This design comes from an exercise in tuning for small area, a short achievable clock period and few clock cycles on the open sky130 flow, not from production work. At most, simulation tests tie the RTL to the original design; equivalence was not proved.

==> module axi_bram2axis, before the edit <==
module axi_bram2axis #(
  parameter int AXI_DATA_WIDTH      = 512,
  parameter int AXI_XFER_SIZE_WIDTH = 32,
  parameter int BRAM_ADDR_WIDTH     = 32,
  parameter int BRAM_DATA_WIDTH     = 512,
  parameter int BRAM_DELAY          = 2,
  parameter int FIFO_DEPTH          = BRAM_DELAY + 2
) (
  input  logic                           clk,
  input  logic                           rst,
  input  logic                           i_bs2a_start,
  output logic                           o_bs2a_done,
  input  logic [AXI_XFER_SIZE_WIDTH-1:0] i_bs2a_data_size_bytes,
  output logic                           o_bs2a_rden,
  output logic [BRAM_ADDR_WIDTH-1:0]     o_bs2a_rdaddr,
  input  logic [BRAM_DATA_WIDTH-1:0]     i_bs2a_rddata,
  output logic                           m_axis_tvalid,
  input  logic                           m_axis_tready,
  output logic [AXI_DATA_WIDTH-1:0]      m_axis_tdata,
  output logic                           m_axis_tlast
);
  localparam int NW = AXI_XFER_SIZE_WIDTH - 6;
  localparam int GW = 8;
  localparam int NG = (NW + GW - 1) / GW;
  logic          done_q;    
  logic          rden_q;    
  logic          vld_q;     
  logic          last_q;    
  logic [NG-1:0] en_q;      
  logic [NW-1:0] w_q;       
  logic [NW-1:0] rem_q;     
  logic [NW-1:0] n_in, nxt, rem_dec, addr;
  logic          go, acc, vld_d, last_d, en_d;
  assign n_in = i_bs2a_data_size_bytes[AXI_XFER_SIZE_WIDTH-1:6];
  assign go   = i_bs2a_start && (n_in != '0);
  assign acc  = vld_q && m_axis_tready;
  assign vld_d  = rden_q && !done_q && !acc;
  assign last_d = vld_q ? last_q : (rem_q == NW'(1));
  assign en_d   = vld_d && !last_d;
  always_comb begin
    for (int i = 0; i < NW; i++) begin
      logic [NW-1:0] lo, glo;
      lo         = (NW'(1) << i) - NW'(1);
      glo        = lo & ~((NW'(1) << (i / GW * GW)) - NW'(1));
      nxt[i]     = (en_q[i / GW] && &(w_q | ~glo)) ? ~w_q[i]   : w_q[i];
      rem_dec[i] = (&(~rem_q | ~lo))               ? ~rem_q[i] : rem_q[i];
    end
  end
  axi_bram2axis_amux #(.W(NW)) u_amux (
    .sel(m_axis_tready), .a(nxt), .b(w_q), .y(addr)
  );
  assign o_bs2a_rden   = !done_q;
  assign o_bs2a_rdaddr = BRAM_ADDR_WIDTH'(addr);
  assign o_bs2a_done   = done_q;
  assign m_axis_tvalid = vld_q;
  assign m_axis_tdata  = i_bs2a_rddata;
  assign m_axis_tlast  = last_q;
  always_ff @(posedge clk) begin
    if (rst) begin
      done_q <= 1'b1;
      rden_q <= 1'b0;
      vld_q  <= 1'b0;
      en_q   <= '0;
    end else begin
      rden_q <= o_bs2a_rden;
      vld_q  <= vld_d;
      for (int g = 0; g < NG; g++)
        en_q[g] <= en_d && &(w_q | ~((NW'(1) << (g * GW)) - NW'(1)));
      if (done_q) begin
        if (go) done_q <= 1'b0;
      end else if (acc && last_q) begin
        done_q <= 1'b1;
      end
    end
  end
  always_ff @(posedge clk) begin
    if (rst || done_q) w_q <= '0;
    else if (acc)      w_q <= nxt;
  end
  always_ff @(posedge clk) begin
    if (done_q)                rem_q <= n_in;
    else if (!vld_q && rden_q) rem_q <= rem_dec;
    last_q <= last_d;
  end
endmodule
Settings: LEC_CHECK=0, CAP_MARGIN=20, CORE_AREA=5 5 385 385, CTS_BUF_LIST=sky130_fd_sc_hd__clkbuf_8, CTS_CLUSTER_DIAMETER=100, CTS_CLUSTER_SIZE=50, DIE_AREA=0 0 390 390, SETUP_SLACK_MARGIN=2.4, SLEW_MARGIN=20, SYNTH_HIERARCHICAL=1, SYNTH_MINIMUM_KEEP_SIZE=0; clock period 5.0 ns.
standard.sh (not shown) runs the stock make flow with config.mk's settings and CLKGATE_MAP_FILE= SYNTH_SCRIPT=/design/flow/synth_recipe.tcl, a recipe that flattens the netlist after the stock synthesis.
==> flow/flow/run.sh <==
#!/bin/bash
# The standard layout, with three changes:
# - the port buffers are buf_2 cells instead of the resizer's default (a slow
#   delay cell);
# - the control ports are kept together on one stretch of the bottom edge
#   (flow/pins.tcl), next to the logic between them;
# - after the standard synthesis, the read-address muxes (select m_axis_tready)
#   are rewritten as NAND2 gates (flow/nandmux.py), a faster path from the
#   select to the output with the same function.
set -euo pipefail
export BUFFER_PORTS_ARGS="-buffer_cell sky130_fd_sc_hd__buf_2"
export PRE_IO_PLACEMENT_TCL="$PWD/flow/pins.tcl"
R=orfs/results/sky130hd/axi_bram2axis/base
bash standard.sh synth > synth.log 2>&1
python3 flow/nandmux.py "$R/1_2_yosys.v" > nandmux.log 2>&1
rm -f "$R/1_synth.odb" "$R/1_synth.sdc"
bash standard.sh > standard.log 2>&1
Other scripts of this flow, unchanged in this note and not shown: flow/flow/nandmux.py, flow/flow/pins.tcl
==> next run, changes <==
--- a/flow/design.v
+++ b/flow/design.v
@@ -31,5 +31,5 @@
 );
   localparam int NW = AXI_XFER_SIZE_WIDTH - 6;
-  localparam int GW = 8;
+  localparam int GW = 4;
   localparam int NG = (NW + GW - 1) / GW;
   logic          done_q;    
Outcome: Routed wire length goes up by a little under a tenth; design area shrinks by a few percent; count of clock-buffer cells in the layout climbs by 1; sequential share of layout area came out higher by 0.91 points; clock skew is higher by 0.0075 ns.
Testbench counts after the change, summed over its fixed seeds: cycles 13,562.
Only the layout flow was run in the first run of this note; the RTL was not checked for function there.

-- port drivers added, routing unchanged --
In the flow no input, the clock included, has a driving cell. The finished layouts below were timed again as built, in two steps.
Step 1: set_driving_cell puts a clkbuf_16 on clk and a buf_2 on each other input, an assumption about the parent block.
Step 2 times the ports against the registers' clock, not the clock port: input delays grow and output delays shrink by t, the midpoint of the rising clock arrivals with the driver on.
Slacks: ideal / step 1 / step 2; pairs: ideal / step 1.
run | t, ns | setup WS [ns] | latest minus earliest clock arrival (ns) | slew at the worst register clock pin (ns) | worst data-port slew with drivers (ns)
the first run | 0.366 | 2.352 / 2.323 / 2.374 | 0.007 / 0.007 | 0.07 / 0.07 | 0.34
the second run | 0.373 | 2.417 / 2.367 / 2.290 | 0.015 / 0.014 | 0.08 / 0.08 | 0.39
After both steps every run listed still meets setup and hold. The setup slack of the second run, which loses most, moves by -0.050 ns with the drivers and by -0.127 ns with both steps.
